From an optimization exercise on the open Yosys and OpenROAD flow, aimed at a short achievable clock period and few clock cycles per item; shortcuts taken in it are not production practice. In this exercise RTL edits were held to simulation tests only and were not proved equivalent to the original. Power figures rest on the tool's default switching activity, not on a simulated workload.

--- flow/flow/run.sh ---
#!/bin/bash
# Standard ORFS layout (the standard.sh, standard synthesis included),
# with these changes to how the layout is made; the clock period and all
# constraints stay the design's:
# - repair_timing is asked to keep a large setup margin, so that it works
#   on the paths that set the achieved period;
# - before detailed placement, each register that drives an output port's
#   buffer is put next to that buffer (place_outs.tcl);
set -euo pipefail
cd "$(dirname "$0")/.."
KNOBS=(SETUP_SLACK_MARGIN=19.3 "PRE_DETAIL_PLACE_TCL=$PWD/flow/place_outs.tcl")
bash standard.sh "${KNOBS[@]}" "PRE_GLOBAL_ROUTE_TCL=$PWD/flow/bypass_root.tcl" BYPASS_MAX=4 \
  finish > flow_make.log 2>&1
openroad -no_init -exit flow/clk_pins.tcl > clk_pins.log 2>&1
n=$(sed -n 's/^CLKPINS //p' clk_pins.log)
if [[ -z "$n" || "$n" -gt 4 ]]; then
  mv orfs orfs_bypass
  rm -f out/final.def
  bash standard.sh "${KNOBS[@]}" finish > flow_make_nobypass.log 2>&1
fi
--- flow/flow/bypass_root.tcl ---
# Drive the clock tree's first level straight from the clock port: the
# port's only load is the root buffer; when that buffer drives at most
# 3 pins, they are moved onto the port's net and the buffer is removed.
set block [ord::get_db_block]
set clknet [[$block findBTerm clk] getNet]
set loads {}
foreach it [$clknet getITerms] {
  if {[$it isInputSignal]} { lappend loads $it }
}
puts "BYPASS: clock port loads: [llength $loads]"
if {[llength $loads] == 1} {
  set buf [[lindex $loads 0] getInst]
  set outnet [[$buf findITerm X] getNet]
  set sinks {}
  foreach it [$outnet getITerms] {
    if {[$it getInst] != $buf} { lappend sinks $it }
  }
  puts "BYPASS: root [$buf getName] drives [llength $sinks] pins"
  if {[llength $sinks] <= $::env(BYPASS_MAX)} {
    foreach it $sinks {
      $it disconnect
      $it connect $clknet
    }
    [$buf findITerm A] disconnect
    [$buf findITerm X] disconnect
    odb::dbInst_destroy $buf
    odb::dbNet_destroy $outnet
    puts "BYPASS: done"
  }
}
--- flow/flow/clk_pins.tcl ---
# Print how many cell pins the clock port's net feeds in the final layout.
read_db orfs/results/sky130hd/mdc_top/base/6_final.odb
set net [[[ord::get_db_block] findBTerm clk] getNet]
puts "CLKPINS [llength [$net getITerms]]"
--- flow/flow/place_outs.tcl ---
# Before detailed placement (which then legalizes them), put each register
# that drives an output port's buffer next to that buffer: the path from
# these registers to the ports is the tightest in the design.
set block [ord::get_db_block]
set moved 0
foreach bt [$block getBTerms] {
  if {[$bt getIoType] ne "OUTPUT"} { continue }
  set net [$bt getNet]
  if {$net eq "NULL"} { continue }
  set buf ""
  foreach it [$net getITerms] {
    if {[$it isOutputSignal]} { set buf [$it getInst] }
  }
  if {$buf eq ""} { continue }
  set ff ""
  foreach it [$buf getITerms] {
    if {[$it isInputSignal] && [$it getNet] ne "NULL"} {
      foreach jt [[$it getNet] getITerms] {
        if {[$jt isOutputSignal]} { set ff [$jt getInst] }
      }
    }
  }
  if {$ff eq "" || ![[$ff getMaster] isSequential]} { continue }
  lassign [$buf getLocation] x y
  $ff setLocation $x $y
  incr moved
}
puts "PLACE_OUTS: moved $moved registers next to their output buffers"
--- flow/standard.sh ---
#!/bin/bash
# synth_recipe.tcl (not shown) runs the flow's synth.tcl, then flattens the netlist and writes it again
# the make line also repeats each setting of config.mk as NAME=value (left out here)
make -C /OpenROAD-flow-scripts/flow DESIGN_CONFIG=/design/flow/config.mk WORK_HOME=/design/flow/orfs CLKGATE_MAP_FILE= SYNTH_SCRIPT=/design/flow/synth_recipe.tcl "${@:-finish}"
--- flow/config.mk ---
export PLATFORM = sky130hd
export DESIGN_NAME = mdc_top
export DESIGN_NICKNAME = mdc_top
export VERILOG_FILES = /design/flow/design.v
export SDC_FILE = /design/flow/constraint.sdc
export NUM_CORES = 8
export LEC_CHECK = 0
export CAP_MARGIN = 20
export CORE_MARGIN = 2
export CORE_UTILIZATION = 45
export CTS_CLUSTER_DIAMETER = 150
export CTS_CLUSTER_SIZE = 22
export SETUP_SLACK_MARGIN = 1.0
export SLEW_MARGIN = 20
--- flow/constraint.sdc ---
create_clock -name core_clock -period 25.0 [get_ports {clk}]
set_input_delay 5.0000 -clock core_clock [delete_from_list [all_inputs] [get_ports {clk}]]
set_output_delay 5.0000 -clock core_clock [all_outputs]
set_load 0.01 [all_outputs]
--- flow/design.v ---
package mdc_data_pkg;
    localparam int entry_w = 11;
    localparam int n_det2 = 9;
    localparam int n_det3 = 4;
    typedef logic signed [entry_w-1:0] entry_t;
    typedef logic signed [2*entry_w:0] det2_t;
    typedef logic signed [50:0] det3_t;
    typedef struct packed {
        entry_t [0:3][0:3] e;
    } matrix_t;
    localparam int result_w = 207;
    typedef logic [result_w-1:0] result_t;
endpackage
package mdc_ctrl_pkg;
    localparam int mode_w = 5;
    localparam int mode_code_w = 9;
    localparam int data_code_w = 15;
    typedef logic [mode_w-1:0] mode_t;
    localparam mode_t mode_det3 = 5'b00110;
    typedef enum logic [1:0] {
        IDLE,
        READ,
        CALC,
        OUT
    } phase_t;
    typedef logic [3:0] step_t;
    localparam int det2_steps = 9;
    localparam int det3_steps = 12;
    typedef struct packed {
        logic  det2_en;
        logic  det3_en;
        step_t step;
        logic  load;
        logic  sel_det3;
    } ctrl_t;
endpackage
`timescale 1ns/10ps
module hamming_decoder #(
    parameter int data_w = 11
) (
    input  logic [data_w+$clog2(data_w+$clog2(data_w)+1)-1:0] code,
    output logic [data_w-1:0]                                 data
);
    localparam int par_w = $clog2(data_w + $clog2(data_w) + 1);
    localparam int code_w = data_w + par_w;
    logic [par_w-1:0]  syndrome;
    logic [code_w-1:0] fixed;
    logic [data_w-1:0] bits;
    always_comb begin
        syndrome = '0;
        for (int pos = 1; pos <= code_w; pos++) begin
            if (code[code_w-pos]) begin
                syndrome = syndrome ^ par_w'(pos);
            end
        end
    end
    always_comb begin
        for (int pos = 1; pos <= code_w; pos++) begin
            fixed[code_w-pos] = code[code_w-pos] ^ (syndrome == par_w'(pos));
        end
    end
    always_comb begin
        int k;
        k = data_w - 1;
        bits = '0;
        for (int pos = 1; pos <= code_w; pos++) begin
            if ((pos & (pos - 1)) != 0) begin
                bits[k] = fixed[code_w-pos];
                k = k - 1;
            end
        end
    end
    assign data = bits;
endmodule
`timescale 1ns/10ps
module mdc_ctrl (
    input  logic                   clk,
    input  logic                   rst_n,
    input  logic                   in_valid,
    input  logic [mdc_ctrl_pkg::mode_code_w-1:0] in_mode,
    output logic [15:0]            step,
    output logic                   mode3
);
    logic [mdc_ctrl_pkg::mode_code_w-1:0] mode_q;
    mdc_ctrl_pkg::mode_t                  mode;
    hamming_decoder #(.data_w(mdc_ctrl_pkg::mode_w)) u_mode_dec (
        .code (mode_q),
        .data (mode)
    );
    always_ff @(posedge clk or negedge rst_n) begin
        if (!rst_n) begin
            step <= '0;
        end else begin
            step[0]    <= in_valid && (step[15:0] == '0 || step[15]);
            step[15:1] <= in_valid ? step[14:0] : 15'd0;
        end
    end
    always_ff @(posedge clk) begin
        mode_q <= in_mode;
        if (step[0]) begin
            mode3 <= (mode == mdc_ctrl_pkg::mode_det3);
        end
    end
endmodule
`timescale 1ns/10ps
module matrix_store (
    input  logic                   clk,
    input  logic [mdc_ctrl_pkg::data_code_w-1:0] in_data,
    input  logic [15:0]            step,
    output logic signed [10:0]     e,
    output logic signed [10:0]     e_r0,
    output logic signed [10:0]     e_r1,
    output logic signed [10:0]     e_r2,
    output logic [19:0]            d_b0,
    output logic [19:0]            d_b1,
    output logic [11:0][10:0]      m
);
    localparam int code_w = mdc_ctrl_pkg::data_code_w;
    logic [3:0]        syn;
    logic [code_w-1:0] flip;
    logic [10:0]       c_in, f_in;
    logic              en_r0, en_r1, en_r2, en_b0, en_b1;
    logic [10:0]       c_q, c_r0, c_r1, c_r2, c_b0, c_b1;
    logic [10:0]       f_q, f_r0, f_r1, f_r2, f_b0, f_b1;
    always_comb begin
        syn = '0;
        for (int p = 1; p <= code_w; p++) begin
            if (in_data[code_w-p]) begin
                syn = syn ^ 4'(p);
            end
        end
        for (int p = 1; p <= code_w; p++) begin
            flip[code_w-p] = (syn == 4'(p));
        end
    end
    assign c_in = {in_data[12], in_data[10:8], in_data[6:0]};
    assign f_in = {flip[12], flip[10:8], flip[6:0]};
    assign en_r0 = |step[6:3];
    assign en_r1 = |step[10:7];
    assign en_r2 = |step[14:11];
    assign en_b0 = step[7] || step[8] || step[9] || step[11] || step[12] || step[13];
    assign en_b1 = step[8] || step[9] || step[10] || step[12] || step[13] || step[14];
    always_ff @(posedge clk) begin
        c_q  <= c_in;
        f_q  <= f_in;
        c_r0 <= c_in & {11{en_r0}};
        f_r0 <= f_in & {11{en_r0}};
        c_r1 <= c_in & {11{en_r1}};
        f_r1 <= f_in & {11{en_r1}};
        c_r2 <= c_in & {11{en_r2}};
        f_r2 <= f_in & {11{en_r2}};
        c_b0 <= c_in & {11{en_b0}};
        f_b0 <= f_in & {11{en_b0}};
        c_b1 <= c_in & {11{en_b1}};
        f_b1 <= f_in & {11{en_b1}};
    end
    assign e    = c_q ^ f_q;
    assign e_r0 = c_r0 ^ f_r0;
    assign e_r1 = c_r1 ^ f_r1;
    assign e_r2 = c_r2 ^ f_r2;
    booth8_rec u_rec_b0 (.x(c_b0 ^ f_b0), .dig(d_b0));
    booth8_rec u_rec_b1 (.x(c_b1 ^ f_b1), .dig(d_b1));
    always_ff @(posedge clk) begin
        for (int i = 0; i < 12; i++) begin
            if (step[i]) begin
                m[i] <= e;
            end
        end
    end
endmodule
`timescale 1ns/10ps
module det2_unit (
    input  logic               clk,
    input  logic               step1,
    input  logic               step2,
    input  logic               sel2,
    input  logic signed [10:0] e,
    input  logic signed [10:0] a,
    input  logic signed [10:0] b,
    output logic signed [22:0] r,
    output logic signed [22:0] y
);
    logic [10:0]         coef;
    logic [12:0]         ce;
    logic signed [22:0]  row [6];
    logic signed [22:0]  negs;
    logic signed [22:0]  addend;
    assign coef = sel2 ? a : b;
    assign ce   = {coef[10], coef, 1'b0};
    always_comb begin
        negs = '0;
        for (int i = 0; i < 6; i++) begin
            logic b2, b1, b0, one, two;
            logic signed [12:0] mag;
            logic signed [22:0] ext;
            b2  = ce[2*i+2];
            b1  = ce[2*i+1];
            b0  = ce[2*i];
            one = b1 ^ b0;
            two = (b2 & ~b1 & ~b0) | (~b2 & b1 & b0);
            mag = ({13{one}} & {{2{e[10]}}, e}) | ({13{two}} & {e[10], e, 1'b0});
            ext = {{10{mag[12]}}, mag} ^ {23{b2}};
            row[i] = ext <<< (2*i);
            negs[2*i] = b2;
        end
    end
    assign addend = step2 ? ~y : 23'sd0;
    assign r = row[0] + row[1] + row[2] + row[3] + row[4] + row[5] + negs + addend
             + {22'd0, step2};
    always_ff @(posedge clk) begin
        if (step1 || step2) begin
            y <= r;
        end
    end
endmodule
`timescale 1ns/10ps
module booth8_rec (
    input  logic [10:0] x,
    output logic [19:0] dig
);
    logic [12:0] xe;
    assign xe = {x[10], x, 1'b0};
    always_comb begin
        for (int i = 0; i < 4; i++) begin
            logic       n;
            logic [2:0] t;
            n = xe[3*i+3];
            t = xe[3*i+2 -: 3] ^ {3{n}};
            dig[5*i+4] = n;
            dig[5*i+3] = (t == 3'b111);
            dig[5*i+2] = (t == 3'b101) || (t == 3'b110);
            dig[5*i+1] = (t == 3'b011) || (t == 3'b100);
            dig[5*i+0] = (t == 3'b001) || (t == 3'b010);
        end
    end
endmodule
module booth8_mac #(
    parameter int W  = 34,
    parameter int CW = 23
) (
    input  logic [19:0]          dig,
    input  logic signed [CW-1:0] c,
    input  logic signed [CW+1:0] c3,
    input  logic signed [W-1:0]  add,
    input  logic                 cin,
    input  logic                 negp,
    output logic signed [W-1:0]  r
);
    logic signed [W-1:0] row [4];
    logic signed [W-1:0] ones;
    logic signed [W-1:0] ones0;
    logic [3:0]          neg;
    always_comb begin
        ones = '0;
        ones[0] = cin;
        for (int i = 0; i < 4; i++) begin
            neg[i] = dig[5*i+4] ^ negp;
        end
        for (int i = 0; i < 4; i++) begin
            logic signed [CW+1:0] mag;
            logic signed [W-1:0]  ext;
            mag = ({(CW+2){dig[5*i+0]}} & {{2{c[CW-1]}}, c})
                | ({(CW+2){dig[5*i+1]}} & {c[CW-1], c, 1'b0})
                | ({(CW+2){dig[5*i+2]}} & c3)
                | ({(CW+2){dig[5*i+3]}} & {c, 2'b00});
            ext = {{(W-CW-2){mag[CW+1]}}, mag} ^ {W{neg[i]}};
            row[i] = ext <<< (3*i);
        end
        for (int i = 1; i < 4; i++) begin
            ones[3*i] = neg[i];
        end
    end
    assign ones0 = {{(W-1){1'b0}}, neg[0]};
    assign r = row[0] + row[1] + row[2] + row[3] + add + ones + ones0;
endmodule
module det3_unit (
    input  logic               clk,
    input  logic               first,
    input  logic               negp,
    input  logic [19:0]        dig,
    input  logic signed [22:0] y,
    input  logic signed [24:0] y3,
    output logic signed [33:0] r,
    output logic signed [33:0] acc
);
    booth8_mac #(.W(34), .CW(23)) u_mac (
        .dig (dig),
        .c   (y),
        .c3  (y3),
        .add (first ? 34'sd0 : acc),
        .cin (1'b0),
        .negp(negp),
        .r   (r)
    );
    always_ff @(posedge clk) begin
        acc <= r;
    end
endmodule
`timescale 1ns/10ps
module result_reg (
    input  logic                   clk,
    input  logic                   rst_n,
    input  logic [15:0]            step,
    input  logic                   mode3,
    input  logic signed [33:0]     acc0,
    input  logic signed [33:0]     acc1,
    input  logic signed [33:0]     r1,
    input  logic [8:0][22:0]       win,
    output logic                   out_valid,
    output mdc_data_pkg::result_t  out_data
);
    logic signed [33:0] res0;
    logic signed [33:0] res1;
    always_ff @(posedge clk) begin
        if (step[11]) res0 <= acc0;    
        if (step[12]) res1 <= acc1;    
    end
    always_ff @(posedge clk or negedge rst_n) begin
        if (!rst_n) begin
            out_valid <= 1'b0;
        end else begin
            out_valid <= step[15];
        end
    end
    always_ff @(posedge clk) begin
        if (mode3) begin
            out_data <= {3'b000, {17{res0[33]}}, res0, {17{res1[33]}}, res1,
                         {17{acc0[33]}}, acc0, {17{r1[33]}}, r1};
        end else begin
            out_data <= win;
        end
    end
endmodule
`timescale 1ns/10ps
module mdc_top (
    input  logic                   clk,
    input  logic                   rst_n,
    input  logic                   in_valid,
    input  logic [mdc_ctrl_pkg::data_code_w-1:0] in_data,
    input  logic [mdc_ctrl_pkg::mode_code_w-1:0] in_mode,
    output logic                   out_valid,
    output mdc_data_pkg::result_t                out_data
);
    logic [15:0]        step;
    logic               mode3;
    logic signed [10:0] e;
    logic signed [10:0] e_r0, e_r1, e_r2;
    logic [19:0]        d_b0, d_b1;
    logic [11:0][10:0]  m;
    mdc_ctrl u_ctrl (
        .clk      (clk),
        .rst_n    (rst_n),
        .in_valid (in_valid),
        .in_mode  (in_mode),
        .step     (step),
        .mode3    (mode3)
    );
    matrix_store u_store (
        .clk      (clk),
        .in_data  (in_data),
        .step     (step),
        .e        (e),
        .e_r0     (e_r0),
        .e_r1     (e_r1),
        .e_r2     (e_r2),
        .d_b0     (d_b0),
        .d_b1     (d_b1),
        .m        (m)
    );
    logic signed [22:0] y0_01, y0_02, y0_12, y0_13, y0_23;
    logic signed [22:0] y1_01, y1_02, y1_12, y1_13, y1_23;
    logic signed [22:0] y2_01, y2_12, y2_23;
    logic signed [22:0] r2_23;
    logic [15:5]        sel;
    always_ff @(posedge clk) begin
        sel <= step[14:4];
    end
    logic signed [22:0] r_unused [12];
    det2_unit u_y0_01 (.clk(clk), .step1(step[4]),  .step2(step[5]),  .sel2(sel[5]),  .e(e_r0), .a(m[0]), .b(m[1]), .r(r_unused[0]),  .y(y0_01));
    det2_unit u_y0_02 (.clk(clk), .step1(step[4]),  .step2(step[6]),  .sel2(sel[6]),  .e(e_r0), .a(m[0]), .b(m[2]), .r(r_unused[1]),  .y(y0_02));
    det2_unit u_y0_12 (.clk(clk), .step1(step[5]),  .step2(step[6]),  .sel2(sel[6]),  .e(e_r0), .a(m[1]), .b(m[2]), .r(r_unused[2]),  .y(y0_12));
    det2_unit u_y0_13 (.clk(clk), .step1(step[5]),  .step2(step[7]),  .sel2(sel[7]),  .e(e_r0), .a(m[1]), .b(m[3]), .r(r_unused[3]),  .y(y0_13));
    det2_unit u_y0_23 (.clk(clk), .step1(step[6]),  .step2(step[7]),  .sel2(sel[7]),  .e(e_r0), .a(m[2]), .b(m[3]), .r(r_unused[4]),  .y(y0_23));
    det2_unit u_y1_01 (.clk(clk), .step1(step[8]),  .step2(step[9]),  .sel2(sel[9]),  .e(e_r1), .a(m[4]), .b(m[5]), .r(r_unused[5]),  .y(y1_01));
    det2_unit u_y1_02 (.clk(clk), .step1(step[8]),  .step2(step[10]), .sel2(sel[10]), .e(e_r1), .a(m[4]), .b(m[6]), .r(r_unused[6]),  .y(y1_02));
    det2_unit u_y1_12 (.clk(clk), .step1(step[9]),  .step2(step[10]), .sel2(sel[10]), .e(e_r1), .a(m[5]), .b(m[6]), .r(r_unused[7]),  .y(y1_12));
    det2_unit u_y1_13 (.clk(clk), .step1(step[9]),  .step2(step[11]), .sel2(sel[11]), .e(e_r1), .a(m[5]), .b(m[7]), .r(r_unused[8]),  .y(y1_13));
    det2_unit u_y1_23 (.clk(clk), .step1(step[10]), .step2(step[11]), .sel2(sel[11]), .e(e_r1), .a(m[6]), .b(m[7]), .r(r_unused[9]),  .y(y1_23));
    det2_unit u_y2_01 (.clk(clk), .step1(step[12]), .step2(step[13]), .sel2(sel[13]), .e(e_r2), .a(m[8]), .b(m[9]), .r(r_unused[10]), .y(y2_01));
    det2_unit u_y2_12 (.clk(clk), .step1(step[13]), .step2(step[14]), .sel2(sel[14]), .e(e_r2), .a(m[9]), .b(m[10]), .r(r_unused[11]), .y(y2_12));
    det2_unit u_y2_23 (.clk(clk), .step1(step[14]), .step2(step[15]), .sel2(sel[15]), .e(e_r2), .a(m[10]), .b(m[11]), .r(r2_23),       .y(y2_23));
    logic signed [22:0] yb0, yb1;
    logic signed [22:0] yb0_nx, yb1_nx;
    logic signed [24:0] yb0_3, yb1_3;
    logic               first0, first1;
    logic               neg0, neg1;
    logic signed [33:0] rb0, rb1;
    logic signed [33:0] acc0, acc1;
    always_ff @(posedge clk) begin
        first0 <= step[7] || step[11];
        first1 <= step[8] || step[12];
        neg0   <= step[8] || step[12];
        neg1   <= step[9] || step[13];
        yb0   <= yb0_nx;
        yb1   <= yb1_nx;
        yb0_3 <= {yb0_nx[22], yb0_nx[22], yb0_nx} + {yb0_nx[22], yb0_nx, 1'b0};
        yb1_3 <= {yb1_nx[22], yb1_nx[22], yb1_nx} + {yb1_nx[22], yb1_nx, 1'b0};
    end
    always_comb begin
        case (1'b1)
            step[7]:  yb0_nx = y0_12;
            step[8]:  yb0_nx = y0_02;
            step[9]:  yb0_nx = y0_01;
            step[11]: yb0_nx = y1_12;
            step[12]: yb0_nx = y1_02;
            default:  yb0_nx = y1_01;
        endcase
        case (1'b1)
            step[8]:  yb1_nx = y0_23;
            step[9]:  yb1_nx = y0_13;
            step[10]: yb1_nx = y0_12;
            step[12]: yb1_nx = y1_23;
            step[13]: yb1_nx = y1_13;
            default:  yb1_nx = y1_12;
        endcase
    end
    det3_unit u_blk0 (.clk(clk), .first(first0), .negp(neg0), .dig(d_b0), .y(yb0), .y3(yb0_3), .r(rb0), .acc(acc0));
    det3_unit u_blk1 (.clk(clk), .first(first1), .negp(neg1), .dig(d_b1), .y(yb1), .y3(yb1_3), .r(rb1), .acc(acc1));
    result_reg u_result (
        .clk       (clk),
        .rst_n     (rst_n),
        .step      (step),
        .mode3     (mode3),
        .acc0      (acc0),
        .acc1      (acc1),
        .r1        (rb1),
        .win       ({y0_01, y0_12, y0_23, y1_01, y1_12, y1_23, y2_01, y2_12, r2_23}),
        .out_valid (out_valid),
        .out_data  (out_data)
    );
endmodule
==> impl_metrics.toml, run 1 <==
[synth]
synth-edff-count = 500
synthFlopType = "dfxtp_1"
synthDistinctLibCells = 89
synth_cells = 13350
syn_area_per_cell_sq_um = 8.692
syn_nets = 15390
synth.yosys.seq_area_share_pct = 22.28
async_reset_ff_share_pct = 1.639
ys_ff_latch = 1037
ys_warn_count = 12
synth_area_sq_um = 116000
synth_area_leaders = "fa_1 20%, edfxtp_1 13%, dfxtp_1 9.0%, ha_1 9.0%, inv_1 5.5%"
synth_top_area_cell = "fa_1"
synth_top_cell_area_share_pct = 20.43

[worst_setup_path]
startpoint_type = "flip-flop"
critical_path_buf_inv_count = 1
r2r_slack_ps = 18880
cp_data_arrival_time_ps = 1330
cp-end-kind = "output port"
crit_type = "reg -> out"
crit_slowest_cell = "dfrtp_1"
cp_max_fo = 1
cp_top_family = "flip-flops"
cp_cell_sequence = "buf_2"
critPathRequiredTime_ps = 20000
cpPeakStageDelay_ps = 380

[timing]
finalCritPeriodShare_pct = 25.31
setup_tns_ps = 0
worstMarginPinSlew_ps = 1186
rsz0062_at_grt = "true"
hold_violations = 0
fmax_mhz = 158.0
setup_violations = 0
holdWs_ps = 431.1
finClkSkew_ps = 56.13
relSlewSlack_pct = 20.92
finalCriticalPeriod_ps = 6328
drv_slew = 0

[clock_tree]
tritoncts = "yes"
clk_latency_ps = 820
clk_pin_slew_worst_paths_ps = 100
cts.htree.levels = 2
clock-sinks = 1037
clockBufferDepth = 3
cts_root_buf = "clkbuf_16"
cts_made_buffers = 57

[detailed_routing]
remaining_drc_errors = 0
wl_mm = 477.1
first_pass_iters = 9
drt_iter0_drc = 14000
vias = 108600
drtAntennaViolNets = 0
routedWlPerCell_um = 27.33
viasPerCell = 6.220

[grt]
gr-total-overflow = 0
grt_max_degree = 109
antenna_found_initial = 45
grt_pass1_wl_mm = 672.5
first_global_vias = 103800
grt_util_all_layers_pct = 33.95

[cells_and_area]
num-fill-cells = 21960
finalNonFillerCells = 17460
area_growth_pct = 25.48
layout_commonest_cell = "inv_1"
final_layout_size_suffix_gt1_share_pct = 25.62
final_area_sq_um = 145600
nets = 16050
final_cell_mix = "1610 x inv_1, 1132 x fa_1, 986 x nor2_1"

[place]
dpl_cell_area_sq_um = 122400
portBuffers = 234
gp_congestion = 0.9837
dp_cells = 16250
hpwl_mm = 327.3

[floorplanning]
io_pins = 235
die_w_um = 511.7
core_sq_um = 256700
initial_core_util_pct = 45.19
die_h_um = 511.7
num_rows = 186
die_area_sq_um = 261900

[power_and_ir_drop]
p_sw_mw = 3.186
p_comb_share_pct = 55.8
p_int_mw = 4.529
power.leakage_nw = 61.01
pwr-share-seq_pct = 29.7
max-vdd-ir-drop_uv = 110.6
p_sw_share_pct = 41.30
power.share.clock_pct = 14.5
p_per_area_nw_per_um2 = 53.00

[outcome]
outcome = "timing/DRC/antenna clean"

[hold_path]
hold_class = "reg -> reg"

[job]
max-cap-violations = 0
## per-layer routing
| layer | wire (um) | part of all wire (%) | track usage, % |
|---|---|---|---|
| met5 | 95 | 0.020 | 0 |
| met4 | 46510 | 9.8 | 25.16 |
| met3 | 47590 | 10 | 6.483 |
| met2 | 206300 | 43 | 51.97 |
| met1 | 176600 | 37 | 42.71 |
## worst paths after layout
check | from | endpoint | depth (start not counted)
max in group asynchronous | rst_n | u_ctrl.step[8] | 2
worst max-delay path | u_result.out_valid | out_valid | 1
worst max register to register | u_store.f_b1[2] | u_result.out_data[46] | 26
worst min-delay path | u_blk1.acc[9] | u_result.res1[9] | 0
worst min register to register | u_blk1.acc[9] | u_result.res1[9] | 0
min in group asynchronous | rst_n | u_ctrl.step[0] | 2
## stage by stage
| stage | worst slack, ps | power, mW | utilization (%) |
|---|---|---|---|
| 3_5_place_dp | 17380 | 5.837 | 47.69 |
| 2_1_floorplan | 18760 | 4.830 | - |
| 6_report | 18670 | 7.715 | 56.71 |
| 4_1_cts | 18620 | 7.234 | 52.91 |
| 3_3_place_gp | 17500 | 5.759 | 47.69 |
| 5_1_grt | 18630 | 8.206 | 56.69 |
## cell families after synthesis
group / synth area share (%)
AO/OA/AOI/OAI: 20.56
adder cells (fa/ha/maj): 29.48
XOR/XNOR: 6.547
AND/OR/NAND/NOR: 9.915
multiplexers: 2.545
flip-flops: 22.28
buffers and inverters: 8.674
## cells in the mapped netlist, types with 71 or more instances
cell	number
a21o_1	114
a21oi_1	1195
a221oi_1	200
a22oi_1	120
buf_1	80
clkbuf_1	864
dfxtp_1	520
edfxtp_1	500
fa_1	1184
ha_1	830
inv_1	1699
mux2_2	152
mux2i_1	124
nand2_1	657
nand2b_1	124
nand3_1	94
nor2_1	1128
nor2b_1	209
nor3_1	102
o21a_1	71
o21ai_0	1151
o221ai_1	316
o22ai_1	341
or2_2	79
xnor2_1	629
xor2_1	233
## layout make-up
cell class | instances | area (sq um) | area share, %
multi-input cells | 9687 | 91780 | 63.05
flip-flops and latches | 1037 | 26180 | 17.98
repair buffers | 1485 | 14720 | 10.12
inverters | 1725 | 6726 | 4.621
well taps | 3384 | 4234 | 2.909
clock buffers | 90 | 1582 | 1.086
clock inverters | 17 | 200.2 | 0.1375
repair inverters | 12 | 86.33 | 0.05931
diodes | 20 | 50.05 | 0.03438
## repair_timing
item	4_1_cts	5_1_grt
hold buffers	0	0
setup endpoints to repair	554	439
resized for setup	2659	1289
pin swaps	322	576
cloned	81	48
buffers inserted	532	412
## sequential cells by signal, summed over array words and instances (netlist names), 24 cells and up
signal,flops
yb0_3,24
u_result.res0,34
yb1_3,24
u_result.out_data,207
u_blk1.acc,34
u_blk0.acc,34
u_store.m,132
u_result.res1,34
## power groups by stage
stage | Combinational, mW | Clock [mW] | Sequential [mW]
2_1_floorplan | 2.61 | 0 | 2.22
3_3_place_gp | 3.45 | 0 | 2.31
3_5_place_dp | 3.54 | 0 | 2.30
4_1_cts | 3.82 | 1.14 | 2.27
5_1_grt | 4.72 | 1.19 | 2.29
6_report | 4.30 | 1.12 | 2.29
Testbench counts, summed over its fixed seeds: cycles 6,528, matrices 384.
==> run 2: changes to the inputs <==
--- a/flow/design.v
+++ b/flow/design.v
@@ -173,7 +173,7 @@
     input  logic               clk,
     input  logic               step1,
     input  logic               step2,
-    input  logic               sel2,
+    input  logic               pre2,
     input  logic signed [10:0] e,
     input  logic signed [10:0] a,
     input  logic signed [10:0] b,
@@ -182,26 +182,36 @@
 );
     logic [10:0]         coef;
     logic [12:0]         ce;
+    logic [17:0]         dig_nx;
+    logic [17:0]         dig;
     logic signed [22:0]  row [6];
     logic signed [22:0]  negs;
     logic signed [22:0]  addend;
-    assign coef = sel2 ? a : b;
+    assign coef = pre2 ? a : b;
     assign ce   = {coef[10], coef, 1'b0};
     always_comb begin
+        for (int i = 0; i < 6; i++) begin
+            logic b2, b1, b0;
+            b2 = ce[2*i+2];
+            b1 = ce[2*i+1];
+            b0 = ce[2*i];
+            dig_nx[3*i+2] = b2;
+            dig_nx[3*i+1] = (b2 & ~b1 & ~b0) | (~b2 & b1 & b0);
+            dig_nx[3*i+0] = b1 ^ b0;
+        end
+    end
+    always_ff @(posedge clk) begin
+        dig <= dig_nx;
+    end
+    always_comb begin
         negs = '0;
         for (int i = 0; i < 6; i++) begin
-            logic b2, b1, b0, one, two;
             logic signed [12:0] mag;
             logic signed [22:0] ext;
-            b2  = ce[2*i+2];
-            b1  = ce[2*i+1];
-            b0  = ce[2*i];
-            one = b1 ^ b0;
-            two = (b2 & ~b1 & ~b0) | (~b2 & b1 & b0);
-            mag = ({13{one}} & {{2{e[10]}}, e}) | ({13{two}} & {e[10], e, 1'b0});
-            ext = {{10{mag[12]}}, mag} ^ {23{b2}};
+            mag = ({13{dig[3*i+0]}} & {{2{e[10]}}, e}) | ({13{dig[3*i+1]}} & {e[10], e, 1'b0});
+            ext = {{10{mag[12]}}, mag} ^ {23{dig[3*i+2]}};
             row[i] = ext <<< (2*i);
-            negs[2*i] = b2;
+            negs[2*i] = dig[3*i+2];
         end
     end
     assign addend = step2 ? ~y : 23'sd0;
@@ -273,27 +283,29 @@
     assign ones0 = {{(W-1){1'b0}}, neg[0]};
     assign r = row[0] + row[1] + row[2] + row[3] + add + ones + ones0;
 endmodule
-module det3_unit (
+module det3_unit #(
+    parameter int W = 34
+) (
     input  logic               clk,
     input  logic               first,
     input  logic               negp,
     input  logic [19:0]        dig,
     input  logic signed [22:0] y,
     input  logic signed [24:0] y3,
-    output logic signed [33:0] r,
+    output logic signed [W-1:0] r,
     output logic signed [33:0] acc
 );
-    booth8_mac #(.W(34), .CW(23)) u_mac (
+    booth8_mac #(.W(W), .CW(23)) u_mac (
         .dig (dig),
         .c   (y),
         .c3  (y3),
-        .add (first ? 34'sd0 : acc),
+        .add (first ? {W{1'b0}} : {{(W-34){acc[33]}}, acc}),
         .cin (1'b0),
         .negp(negp),
         .r   (r)
     );
     always_ff @(posedge clk) begin
-        acc <= r;
+        acc <= r[33:0];
     end
 endmodule
 `timescale 1ns/10ps
@@ -304,7 +316,7 @@
     input  logic                   mode3,
     input  logic signed [33:0]     acc0,
     input  logic signed [33:0]     acc1,
-    input  logic signed [33:0]     r1,
+    input  logic signed [50:0]     r1,
     input  logic [8:0][22:0]       win,
     output logic                   out_valid,
     output mdc_data_pkg::result_t  out_data
@@ -325,7 +337,7 @@
     always_ff @(posedge clk) begin
         if (mode3) begin
             out_data <= {3'b000, {17{res0[33]}}, res0, {17{res1[33]}}, res1,
-                         {17{acc0[33]}}, acc0, {17{r1[33]}}, r1};
+                         {17{acc0[33]}}, acc0, r1};
         end else begin
             out_data <= win;
         end
@@ -371,30 +383,27 @@
     logic signed [22:0] y1_01, y1_02, y1_12, y1_13, y1_23;
     logic signed [22:0] y2_01, y2_12, y2_23;
     logic signed [22:0] r2_23;
-    logic [15:5]        sel;
-    always_ff @(posedge clk) begin
-        sel <= step[14:4];
-    end
     logic signed [22:0] r_unused [12];
-    det2_unit u_y0_01 (.clk(clk), .step1(step[4]),  .step2(step[5]),  .sel2(sel[5]),  .e(e_r0), .a(m[0]), .b(m[1]), .r(r_unused[0]),  .y(y0_01));
-    det2_unit u_y0_02 (.clk(clk), .step1(step[4]),  .step2(step[6]),  .sel2(sel[6]),  .e(e_r0), .a(m[0]), .b(m[2]), .r(r_unused[1]),  .y(y0_02));
-    det2_unit u_y0_12 (.clk(clk), .step1(step[5]),  .step2(step[6]),  .sel2(sel[6]),  .e(e_r0), .a(m[1]), .b(m[2]), .r(r_unused[2]),  .y(y0_12));
-    det2_unit u_y0_13 (.clk(clk), .step1(step[5]),  .step2(step[7]),  .sel2(sel[7]),  .e(e_r0), .a(m[1]), .b(m[3]), .r(r_unused[3]),  .y(y0_13));
-    det2_unit u_y0_23 (.clk(clk), .step1(step[6]),  .step2(step[7]),  .sel2(sel[7]),  .e(e_r0), .a(m[2]), .b(m[3]), .r(r_unused[4]),  .y(y0_23));
-    det2_unit u_y1_01 (.clk(clk), .step1(step[8]),  .step2(step[9]),  .sel2(sel[9]),  .e(e_r1), .a(m[4]), .b(m[5]), .r(r_unused[5]),  .y(y1_01));
-    det2_unit u_y1_02 (.clk(clk), .step1(step[8]),  .step2(step[10]), .sel2(sel[10]), .e(e_r1), .a(m[4]), .b(m[6]), .r(r_unused[6]),  .y(y1_02));
-    det2_unit u_y1_12 (.clk(clk), .step1(step[9]),  .step2(step[10]), .sel2(sel[10]), .e(e_r1), .a(m[5]), .b(m[6]), .r(r_unused[7]),  .y(y1_12));
-    det2_unit u_y1_13 (.clk(clk), .step1(step[9]),  .step2(step[11]), .sel2(sel[11]), .e(e_r1), .a(m[5]), .b(m[7]), .r(r_unused[8]),  .y(y1_13));
-    det2_unit u_y1_23 (.clk(clk), .step1(step[10]), .step2(step[11]), .sel2(sel[11]), .e(e_r1), .a(m[6]), .b(m[7]), .r(r_unused[9]),  .y(y1_23));
-    det2_unit u_y2_01 (.clk(clk), .step1(step[12]), .step2(step[13]), .sel2(sel[13]), .e(e_r2), .a(m[8]), .b(m[9]), .r(r_unused[10]), .y(y2_01));
-    det2_unit u_y2_12 (.clk(clk), .step1(step[13]), .step2(step[14]), .sel2(sel[14]), .e(e_r2), .a(m[9]), .b(m[10]), .r(r_unused[11]), .y(y2_12));
-    det2_unit u_y2_23 (.clk(clk), .step1(step[14]), .step2(step[15]), .sel2(sel[15]), .e(e_r2), .a(m[10]), .b(m[11]), .r(r2_23),       .y(y2_23));
+    det2_unit u_y0_01 (.clk(clk), .step1(step[4]),  .step2(step[5]),  .pre2(step[4]),  .e(e_r0), .a(m[0]), .b(m[1]), .r(r_unused[0]),  .y(y0_01));
+    det2_unit u_y0_02 (.clk(clk), .step1(step[4]),  .step2(step[6]),  .pre2(step[5]),  .e(e_r0), .a(m[0]), .b(m[2]), .r(r_unused[1]),  .y(y0_02));
+    det2_unit u_y0_12 (.clk(clk), .step1(step[5]),  .step2(step[6]),  .pre2(step[5]),  .e(e_r0), .a(m[1]), .b(m[2]), .r(r_unused[2]),  .y(y0_12));
+    det2_unit u_y0_13 (.clk(clk), .step1(step[5]),  .step2(step[7]),  .pre2(step[6]),  .e(e_r0), .a(m[1]), .b(m[3]), .r(r_unused[3]),  .y(y0_13));
+    det2_unit u_y0_23 (.clk(clk), .step1(step[6]),  .step2(step[7]),  .pre2(step[6]),  .e(e_r0), .a(m[2]), .b(m[3]), .r(r_unused[4]),  .y(y0_23));
+    det2_unit u_y1_01 (.clk(clk), .step1(step[8]),  .step2(step[9]),  .pre2(step[8]),  .e(e_r1), .a(m[4]), .b(m[5]), .r(r_unused[5]),  .y(y1_01));
+    det2_unit u_y1_02 (.clk(clk), .step1(step[8]),  .step2(step[10]), .pre2(step[9]), .e(e_r1), .a(m[4]), .b(m[6]), .r(r_unused[6]),  .y(y1_02));
+    det2_unit u_y1_12 (.clk(clk), .step1(step[9]),  .step2(step[10]), .pre2(step[9]), .e(e_r1), .a(m[5]), .b(m[6]), .r(r_unused[7]),  .y(y1_12));
+    det2_unit u_y1_13 (.clk(clk), .step1(step[9]),  .step2(step[11]), .pre2(step[10]), .e(e_r1), .a(m[5]), .b(m[7]), .r(r_unused[8]),  .y(y1_13));
+    det2_unit u_y1_23 (.clk(clk), .step1(step[10]), .step2(step[11]), .pre2(step[10]), .e(e_r1), .a(m[6]), .b(m[7]), .r(r_unused[9]),  .y(y1_23));
+    det2_unit u_y2_01 (.clk(clk), .step1(step[12]), .step2(step[13]), .pre2(step[12]), .e(e_r2), .a(m[8]), .b(m[9]), .r(r_unused[10]), .y(y2_01));
+    det2_unit u_y2_12 (.clk(clk), .step1(step[13]), .step2(step[14]), .pre2(step[13]), .e(e_r2), .a(m[9]), .b(m[10]), .r(r_unused[11]), .y(y2_12));
+    det2_unit u_y2_23 (.clk(clk), .step1(step[14]), .step2(step[15]), .pre2(step[14]), .e(e_r2), .a(m[10]), .b(m[11]), .r(r2_23),       .y(y2_23));
     logic signed [22:0] yb0, yb1;
     logic signed [22:0] yb0_nx, yb1_nx;
     logic signed [24:0] yb0_3, yb1_3;
     logic               first0, first1;
     logic               neg0, neg1;
-    logic signed [33:0] rb0, rb1;
+    logic signed [33:0] rb0;
+    logic signed [50:0] rb1;
     logic signed [33:0] acc0, acc1;
     always_ff @(posedge clk) begin
         first0 <= step[7] || step[11];
@@ -425,7 +434,7 @@
         endcase
     end
     det3_unit u_blk0 (.clk(clk), .first(first0), .negp(neg0), .dig(d_b0), .y(yb0), .y3(yb0_3), .r(rb0), .acc(acc0));
-    det3_unit u_blk1 (.clk(clk), .first(first1), .negp(neg1), .dig(d_b1), .y(yb1), .y3(yb1_3), .r(rb1), .acc(acc1));
+    det3_unit #(.W(51)) u_blk1 (.clk(clk), .first(first1), .negp(neg1), .dig(d_b1), .y(yb1), .y3(yb1_3), .r(rb1), .acc(acc1));
     result_reg u_result (
         .clk       (clk),
         .rst_n     (rst_n),
--- a/flow/flow/run.sh
+++ b/flow/flow/run.sh
@@ -9,12 +9,12 @@
 set -euo pipefail
 cd "$(dirname "$0")/.."
 KNOBS=(SETUP_SLACK_MARGIN=19.3 "PRE_DETAIL_PLACE_TCL=$PWD/flow/place_outs.tcl")
-bash standard.sh "${KNOBS[@]}" "PRE_GLOBAL_ROUTE_TCL=$PWD/flow/bypass_root.tcl" BYPASS_MAX=4 \
+bash standard.sh "${KNOBS[@]}" "PRE_GLOBAL_ROUTE_TCL=$PWD/flow/clk_top.tcl" \
   finish > flow_make.log 2>&1
 openroad -no_init -exit flow/clk_pins.tcl > clk_pins.log 2>&1
 n=$(sed -n 's/^CLKPINS //p' clk_pins.log)
 if [[ -z "$n" || "$n" -gt 4 ]]; then
-  mv orfs orfs_bypass
+  mv orfs orfs_clk_top
   rm -f out/final.def
-  bash standard.sh "${KNOBS[@]}" finish > flow_make_nobypass.log 2>&1
+  bash standard.sh "${KNOBS[@]}" finish > flow_make_plain.log 2>&1
 fi
==> flow/flow/clk_top.tcl (new file) <==
# Shorten the top of the clock tree. CTS builds an H-tree: the clock port
# drives a root buffer at the middle of the core, which drives the
# first-level buffers (4 or 8), which drive the leaf buffers. Here the
# root and the first level are replaced by 4 buffers placed where the
# root was, each driving the leaf buffers of one quadrant, and the clock
# port drives those 4 buffers directly: one level less, the same for
# every register. The port's net is a single short trunk to the middle.
set block [ord::get_db_block]
set clknet [[$block findBTerm clk] getNet]
set loads {}
foreach it [$clknet getITerms] {
  if {[$it isInputSignal]} { lappend loads $it }
}
proc out_net {inst} {
  foreach it [$inst getITerms] {
    if {[$it isOutputSignal]} { return [$it getNet] }
  }
  return "NULL"
}
proc sinks {net drv} {
  set s {}
  foreach it [$net getITerms] {
    if {[$it getInst] ne $drv} { lappend s $it }
  }
  return $s
}
if {[llength $loads] != 1} {
  puts "CLK_TOP: clock port has [llength $loads] loads, left as it is"
  return
}
set root [[lindex $loads 0] getInst]
set n0 [out_net $root]
set mids {}
foreach it [sinks $n0 $root] {
  set m [$it getInst]
  if {![string match "*clkbuf*" [[$m getMaster] getName]]} {
    puts "CLK_TOP: root drives [[$m getMaster] getName], left as it is"
    return
  }
  lappend mids $m
}
set nm [llength $mids]
if {$nm != 4 && $nm != 8} {
  puts "CLK_TOP: root drives $nm buffers, left as it is"
  return
}
lassign [$root getLocation] rx ry
set master [$root getMaster]
# quadrant of each first-level buffer, by its position against the root's
array set group {}
foreach m $mids {
  lassign [$m getLocation] mx my
  set q [expr {($mx > $rx ? 1 : 0) + ($my > $ry ? 2 : 0)}]
  lappend group($q) $m
}
foreach q {0 1 2 3} {
  if {![info exists group($q)] || [llength $group($q)] != $nm / 4} {
    puts "CLK_TOP: uneven quadrants, left as it is"
    return
  }
}
set w [$master getWidth]
foreach q {0 1 2 3} {
  set t [odb::dbInst_create $block $master "clkbuf_top_$q"]
  $t setLocation [expr {$rx + ($q - 2) * $w}] $ry
  $t setPlacementStatus PLACED
  set n [odb::dbNet_create $block "clknet_top_$q"]
  $n setSigType CLOCK
  [$t findITerm A] connect $clknet
  [$t findITerm X] connect $n
  foreach m $group($q) {
    set mn [out_net $m]
    foreach it [sinks $mn $m] {
      $it disconnect
      $it connect $n
    }
    foreach it [$m getITerms] { $it disconnect }
    odb::dbInst_destroy $m
    odb::dbNet_destroy $mn
  }
}
foreach it [$root getITerms] { $it disconnect }
odb::dbInst_destroy $root
odb::dbNet_destroy $n0
detailed_placement
puts "CLK_TOP: replaced the root and $nm first-level buffers by 4 buffers driven by the port"
removed: flow/flow/bypass_root.tcl
==> impl_metrics.toml, run 2 <==
[place]
dp_cells = 14420
gp_congestion = 0.9546
hpwl_mm = 291.5
portBuffers = 234
post-place-ws_ps = 17280

[synth]
synth_area_sq_um = 113000
ys_warn_count = 15
syn_area_per_cell_sq_um = 9.931
synthDistinctLibCells = 81
yosysMostFrequentCell = "inv_1"
synth_cells = 11370
synth_area_leaders = "fa_1 21%, edfxtp_1 13%, dfxtp_1 13%, ha_1 9.2%, xnor2_1 7.9%"
synth_top_cell_area_share_pct = 21.09
synth_top_area_cell = "fa_1"
syn_nets = 13430
synthTopCellsByCount = "1375 x inv_1, 1190 x fa_1, 1021 x xnor2_1, 834 x ha_1, 732 x dfxtp_1"
synth.yosys.seq_area_share_pct = 26.64
synthFlopType = "dfxtp_1"
async_reset_ff_share_pct = 1.361
synth-edff-count = 500
ys_ff_latch = 1249

[floorplanning]
die_w_um = 505.0
core_sq_um = 249100
initial_core_util_pct = 45.34
io_pins = 235
num_rows = 183
die_h_um = 505.0
die_area_sq_um = 255000

[clock_tree]
tritoncts = "yes"
cts_root_buf = "clkbuf_16"
clockBufferDepth = 3
cts_made_buffers = 69
clk_latency_ps = 610
clock-sinks = 1249
cts.htree.levels = 3
cts_hold_buf = 0
clk_pin_slew_worst_paths_ps = 110

[detailed_routing]
viasPerCell = 5.781
first_pass_iters = 7
drtAntennaViolNets = 0
remaining_drc_errors = 0
drt_iter0_drc = 9918
wl_mm = 411.0
routedWlPerCell_um = 27.64
vias = 85950

[worst_setup_path]
critPathRequiredTime_ps = 20000
cp_cell_sequence = "buf_6"
cp_data_arrival_time_ps = 1120
crit_type = "reg -> out"
critical_path_buf_inv_count = 1
cpPeakStageDelay_ps = 400
cp_top_family = "flip-flops"
crit_slowest_cell = "dfrtp_1"
cp_max_fo = 1
cp-end-kind = "output port"
r2r_slack_ps = 18960
startpoint_type = "flip-flop"

[timing]
drv_slew = 0
fin_ws_ps = 18880
setup_violations = 0
holdWs_ps = 444.6
rsz0062_at_grt = "true"
finalCriticalPeriod_ps = 6119
hold_violations = 0
worstMarginPinSlew_ps = 1219
finalCritPeriodShare_pct = 24.48
relSlewSlack_pct = 18.63
finClkSkew_ps = 57.71
fmax_mhz = 163.4
setup_tns_ps = 0

[cells_and_area]
final_layout_size_suffix_gt1_share_pct = 14.92
layout_commonest_cell = "inv_1"
final_cell_mix = "1344 x inv_1, 1176 x fa_1, 956 x xnor2_1"
nets = 13520
area_growth_pct = 14.73
multi_input_area_sq_um = 79640
fin_util_pct = 52.02
largestRegisters = "u_result.out_data (207), u_store.m (132)"
seq_area_sq_um = 30430
finalNonFillerCells = 14870
num-fill-cells = 22250
top_register = "u_result.out_data"
largest_register_ffs = 207

[grt]
grt_pass1_wl_mm = 574.4
first_global_vias = 85510
antenna_found_initial = 35
gr-total-overflow = 0
grt_max_degree = 127
grt_util_all_layers_pct = 30.10

[power_and_ir_drop]
power.leakage_nw = 53.64
max-vdd-ir-drop_uv = 127.7
p_per_area_nw_per_um2 = 60.22

[job]
max-cap-violations = 0

[hold_path]
hold_class = "reg -> reg"

[outcome]
outcome = "timing/DRC/antenna clean"
-- run 2: final cells by class --
cell class,instances,area share [%]
multi-input cells,8077,61.45
flip-flops and latches,1249,23.48
repair buffers,667,6.180
inverters,1409,4.097
well taps,3330,3.215
clock buffers,101,1.351
clock inverters,12,0.1149
plain buffers,4,0.07724
diodes,18,0.03476
-- run 2: timing repair --
item                       4_1_cts  5_1_grt
pin swaps                      130      258
setup endpoints to repair      470      406
gates resized for setup       1605      634
gates cloned                    29       34
setup buffers                   99      150
-- run 2: through the flow --
| step | area (sq um) | total power, mW |
|---|---|---|
| final | 129600 | 7.804 |
| after global routing | 129600 | 8.291 |
| after CTS | 125000 | 7.611 |
| after detailed placement | 119100 | 6.121 |
| after global placement | 119100 | 6.048 |
| after floorplan | 113200 | 5.092 |
-- run 2: where the power goes --
group          switching (mW)  internal (mW)
logic                    2.10           1.73
clock network           0.763          0.526
registers               0.234           2.45
total                    3.10           4.70
-- run 2: path summary, 6_finish.rpt --
check	start	to	cells after the start
max in group asynchronous	rst_n	u_ctrl.step[8]	2
max	u_result.out_valid	out_valid	1
max reg2reg	u_store.f_b1[2]	u_result.out_data[43]	24
min in group asynchronous	rst_n	u_ctrl.step[15]	2
min	u_blk1.acc[1]	u_result.res1[1]	0
min reg2reg	u_blk1.acc[1]	u_result.res1[1]	0
-- run 2: per-layer routing --
metal,vias up,track usage [%],share of wire [%]
met5,-,0,0.020
met4,6,14.28,6.4
met3,795,4.993,8.8
met2,3890,47.70,45
met1,43340,40.13,40
li1,37920,-,-
-- run 2: cells by family (layout without fill, tap and decap cells) --
group,after synthesis,count (layout),synth area share [%]
flip-flops,1249,1249,26.64
other,0,18,0
multiplexers,255,255,2.434
AND/OR/NAND/NOR,1951,1951,7.744
AO/OA/AOI/OAI,2161,2163,12.97
buffers and inverters,2051,2193,6.819
XOR/XNOR,1683,1684,13.06
adder cells (fa/ha/maj),2024,2024,30.33
Testbench counts of run 2, summed over its fixed seeds: cycles 6,528, matrices 384.
==> run 3: changes to the inputs <==
--- a/flow/flow/clk_top.tcl
+++ b/flow/flow/clk_top.tcl
@@ -1,10 +1,12 @@
 # Shorten the top of the clock tree. CTS builds an H-tree: the clock port
 # drives a root buffer at the middle of the core, which drives the
 # first-level buffers (4 or 8), which drive the leaf buffers. Here the
-# root and the first level are replaced by 4 buffers placed where the
-# root was, each driving the leaf buffers of one quadrant, and the clock
-# port drives those 4 buffers directly: one level less, the same for
-# every register. The port's net is a single short trunk to the middle.
+# root and the first level are replaced by 4 buffers (buf_16, the
+# strongest buffer) placed where the root was, each driving the leaf
+# buffers of one quadrant, and the clock port drives those 4 buffers
+# directly: one level less, the same for every register. The port's net
+# is a single trunk to the middle. CLK_TOP_FRAC, if set, moves each of
+# the 4 buffers that fraction of the way towards its quadrant's leaves.
 set block [ord::get_db_block]
 set clknet [[$block findBTerm clk] getNet]
 set loads {}
@@ -45,7 +47,7 @@
   return
 }
 lassign [$root getLocation] rx ry
-set master [$root getMaster]
+set master [[ord::get_db] findMaster sky130_fd_sc_hd__buf_16]
 # quadrant of each first-level buffer, by its position against the root's
 array set group {}
 foreach m $mids {
@@ -60,9 +62,23 @@
   }
 }
 set w [$master getWidth]
+set frac [expr {[info exists ::env(CLK_TOP_FRAC)] ? $::env(CLK_TOP_FRAC) : 0.0}]
 foreach q {0 1 2 3} {
+  # centroid of the quadrant's leaf buffers
+  set sx 0; set sy 0; set ns 0
+  foreach m $group($q) {
+    foreach it [sinks [out_net $m] $m] {
+      lassign [[$it getInst] getLocation] lx ly
+      set sx [expr {$sx + $lx}]; set sy [expr {$sy + $ly}]; incr ns
+    }
+  }
+  set tx $rx; set ty $ry
+  if {$ns > 0} {
+    set tx [expr {int($rx + $frac * ($sx / $ns - $rx))}]
+    set ty [expr {int($ry + $frac * ($sy / $ns - $ry))}]
+  }
   set t [odb::dbInst_create $block $master "clkbuf_top_$q"]
-  $t setLocation [expr {$rx + ($q - 2) * $w}] $ry
+  $t setLocation $tx $ty
   $t setPlacementStatus PLACED
   set n [odb::dbNet_create $block "clknet_top_$q"]
   $n setSigType CLOCK
==> impl_metrics.toml, run 3 <==
[hold_path]
worstHoldPathCells = 0
hold_class = "reg -> reg"
worstHoldEndpoint = "u_result.res1[1]"
hold_start = "u_blk1.acc[1]"

[worst_setup_path]
cp-end-kind = "output port"
critical_path_buf_inv_count = 1
startpoint = "u_result.out_valid"
cp_top_family = "flip-flops"
r2r_slack_ps = 18970
crit_type = "reg -> out"
startpoint_type = "flip-flop"
cp_cell_sequence = "buf_6"
crit_slowest_cell = "dfrtp_1"
cp_data_arrival_time_ps = 1090
cp_max_fo = 1
cpPeakStageDelay_ps = 400
critPathRequiredTime_ps = 20000
rr_worst_depth = 24
r2r_end = "u_result.out_data[49]"
r2r_start = "u_store.f_b1[2]"

[detailed_routing]
drtAntennaViolNets = 0
wl_mm = 410.5
drt_iter0_drc = 9639
first_pass_iters = 7
viasPerCell = 5.788
remaining_drc_errors = 0
routedWlPerCell_um = 27.62
vias = 86040

[cells_and_area]
nets = 13510
area_growth_pct = 14.56
largestRegisters = "u_result.out_data (207), u_store.m (132)"
final_cell_mix = "1341 x inv_1, 1178 x fa_1, 959 x xnor2_1"
layout_commonest_cell = "inv_1"
final_area_sq_um = 129400
top_register = "u_result.out_data"
largest_register_ffs = 207
final_layout_size_suffix_gt1_share_pct = 14.85

[floorplanning]
initial_core_util_pct = 45.34
num_rows = 183
core_sq_um = 249100
die_h_um = 505.0
die_area_sq_um = 255000
io_pins = 235
die_w_um = 505.0

[clock_tree]
tritoncts = "yes"
cts_root_buf = "clkbuf_16"
clockBufferDepth = 3
clk_latency_ps = 580
clk_pin_slew_worst_paths_ps = 110
cts.htree.levels = 3
cts_hold_buf = 0
cts_made_buffers = 69
clock-sinks = 1249

[grt]
first_global_vias = 85480
grt_pass1_wl_mm = 574.5
gr-total-overflow = 0
grt_util_all_layers_pct = 30.10
grt_max_degree = 127
antenna_found_initial = 32

[synth]
syn_area_per_cell_sq_um = 9.931
synth_cells = 11370
synth_top_area_cell = "fa_1"
synth_area_sq_um = 113000
synth_top_cell_area_share_pct = 21.09
ys_ff_latch = 1249
synth-edff-count = 500
synth.yosys.seq_area_share_pct = 26.64
yosysMostFrequentCell = "inv_1"
syn_nets = 13430
async_reset_ff_share_pct = 1.361
synthFlopType = "dfxtp_1"
synthDistinctLibCells = 81
synth_area_leaders = "fa_1 21%, edfxtp_1 13%, dfxtp_1 13%, ha_1 9.2%, xnor2_1 7.9%"
ys_warn_count = 15
synthTopCellsByCount = "1375 x inv_1, 1190 x fa_1, 1021 x xnor2_1, 834 x ha_1, 732 x dfxtp_1"

[timing]
finClkSkew_ps = 61.62
drv_slew = 0
relSlewSlack_pct = 18.13
finalCritPeriodShare_pct = 24.36
setup_tns_ps = 0
finalCriticalPeriod_ps = 6089
worstMarginPinSlew_ps = 1226
fmax_mhz = 164.2
holdWs_ps = 444.0
rsz0062_at_grt = "true"
setup_violations = 0
hold_violations = 0

[place]
gp_congestion = 0.9546
dpl_cell_area_sq_um = 119100
hpwl_mm = 291.5
portBuffers = 234

[power_and_ir_drop]
p_sw_share_pct = 39.68
max-vdd-ir-drop_uv = 89.12
p_per_area_nw_per_um2 = 60.19
power.share.clock_pct = 16.6
power.leakage_nw = 53.57
p_sw_mw = 3.091
pwr-share-seq_pct = 34.4
p_comb_share_pct = 49.0
p_int_mw = 4.699

[job]
max-cap-violations = 0

[outcome]
outcome = "timing/DRC/antenna clean"
==> run 3: changes by cell type in the layout (fill, tap and decap cells not counted), sizes merged <==
cell	delta
clkbuf	-4
diode	+4
buf	-2
clkinv	-1
clkinvlp	+1
==> run 3: worst reg2reg max path, cell delays in order, from the launching register on <==
cell and delay, ps:
dfxtp_4 370, xnor2_4 180, buf_12 170, xor2_4 220
buf_12 160, buf_6 110, mux2_4 290, a222oi_1 370
xor2_1 150, fa_1 520, inv_1 60, fa_1 480
inv_1 50, fa_1 410, ha_4 310, and2_4 160
o21a_1 220, a2111oi_4 110, or4b_4 590, a21oi_4 230
o21ai_2 110, a21boi_2 230, o41ai_4 90, buf_6 240
o21a_1 120
==> run 3: layer usage <==
| metal | up-vias | GRT usage, % | wire [um] |
|---|---|---|---|
| met4 | 10 | 14.22 | 26670 |
| met1 | 43470 | 40.01 | 163100 |
| met2 | 3865 | 47.74 | 184500 |
| met3 | 784 | 5.111 | 36180 |
| li1 | 37910 | - | - |
| met5 | - | 0 | 109 |
==> run 3: layout make-up <==
cell class	count	area, sq um
fillers	22280	119700
multi-input cells	8077	79560
flip-flops and latches	1249	30430
repair buffers	661	7884
inverters	1409	5314
well taps	3330	4167
clock buffers	101	1750
clock inverters	12	148.9
plain buffers	4	110.1
diodes	22	55.05
==> run 3: cells by family after synthesis <==
| kind of cell | share of synthesized area, % |
|---|---|
| multiplexers | 2.434 |
| adder cells (fa/ha/maj) | 30.33 |
| AO/OA/AOI/OAI | 12.97 |
| buffers and inverters | 6.819 |
| XOR/XNOR | 13.06 |
| flip-flops | 26.64 |
| AND/OR/NAND/NOR | 7.744 |
==> run 3: timing repair <==
item / 4_1_cts / 5_1_grt
resized for setup: 1605 / 629
buffers inserted: 99 / 144
cloned: 29 / 34
pin swaps: 130 / 253
setup endpoints to repair: 470 / 407
==> run 3: through the flow <==
stage / worst slack (ps) / total power [mW] / instances / util, %
floorplan: 18920 / 5.092 / 11370 / -
global placement: 17440 / 6.048 / 14420 / 47.79
detailed placement: 17280 / 6.121 / 14420 / 47.81
CTS: 18670 / 7.611 / 14670 / 50.17
global route: 18780 / 8.284 / 14850 / 51.93
finish: 18910 / 7.790 / 14870 / 51.95
==> run 3: worst max path at each step <==
stage	end	slack, ps	cells after the start
5_1_grt	u_result.out_data[37]	18780	23
3_5_place_dp	u_result.out_data[46]	17280	16
4_1_cts	out_valid	18670	1
6_report	out_valid	18910	1
3_3_place_gp	u_result.out_data[40]	17440	16
2_1_floorplan	u_store.f_b0[0]	18920	6
==> run 3: power groups by stage <==
stage	sequential [mW]	combinational, mW	clock (mW)
2_1_floorplan	2.56	2.53	0
3_3_place_gp	2.74	3.31	0
3_5_place_dp	2.72	3.40	0
4_1_cts	2.68	3.57	1.37
5_1_grt	2.69	4.23	1.37
6_report	2.68	3.82	1.29

re-timing with driven ports:
Ports are ideal in the flow. The routed layouts listed here were re-timed in OpenROAD. Step 1 sets driving cells, clkbuf_16 on the clock port and buf_2 on the other inputs (assumed; they add their load-dependent delay and slew). Step 2, shift: input delay + t, output delay - t, t = (earliest + latest rising clock arrival at the registers) / 2. This alone moves slack from input paths to output paths. a / b / c = ideal ports / drivers / drivers and shift; a / b = the first two.
run	shift t [ns]	slack for setup (ns)	slew at the worst register clock pin (ns)
run 1	0.895	18.672 / 18.570 / 18.235	0.11 / 0.11
run 2	0.711	18.881 / 18.748 / 18.452	0.12 / 0.12
run 3	0.693	18.911 / 18.768 / 18.508	0.12 / 0.12
After both steps every run listed still meets setup and hold. The setup slack of run 1, which loses most, moves by -0.102 ns with the drivers and by -0.437 ns with both steps.
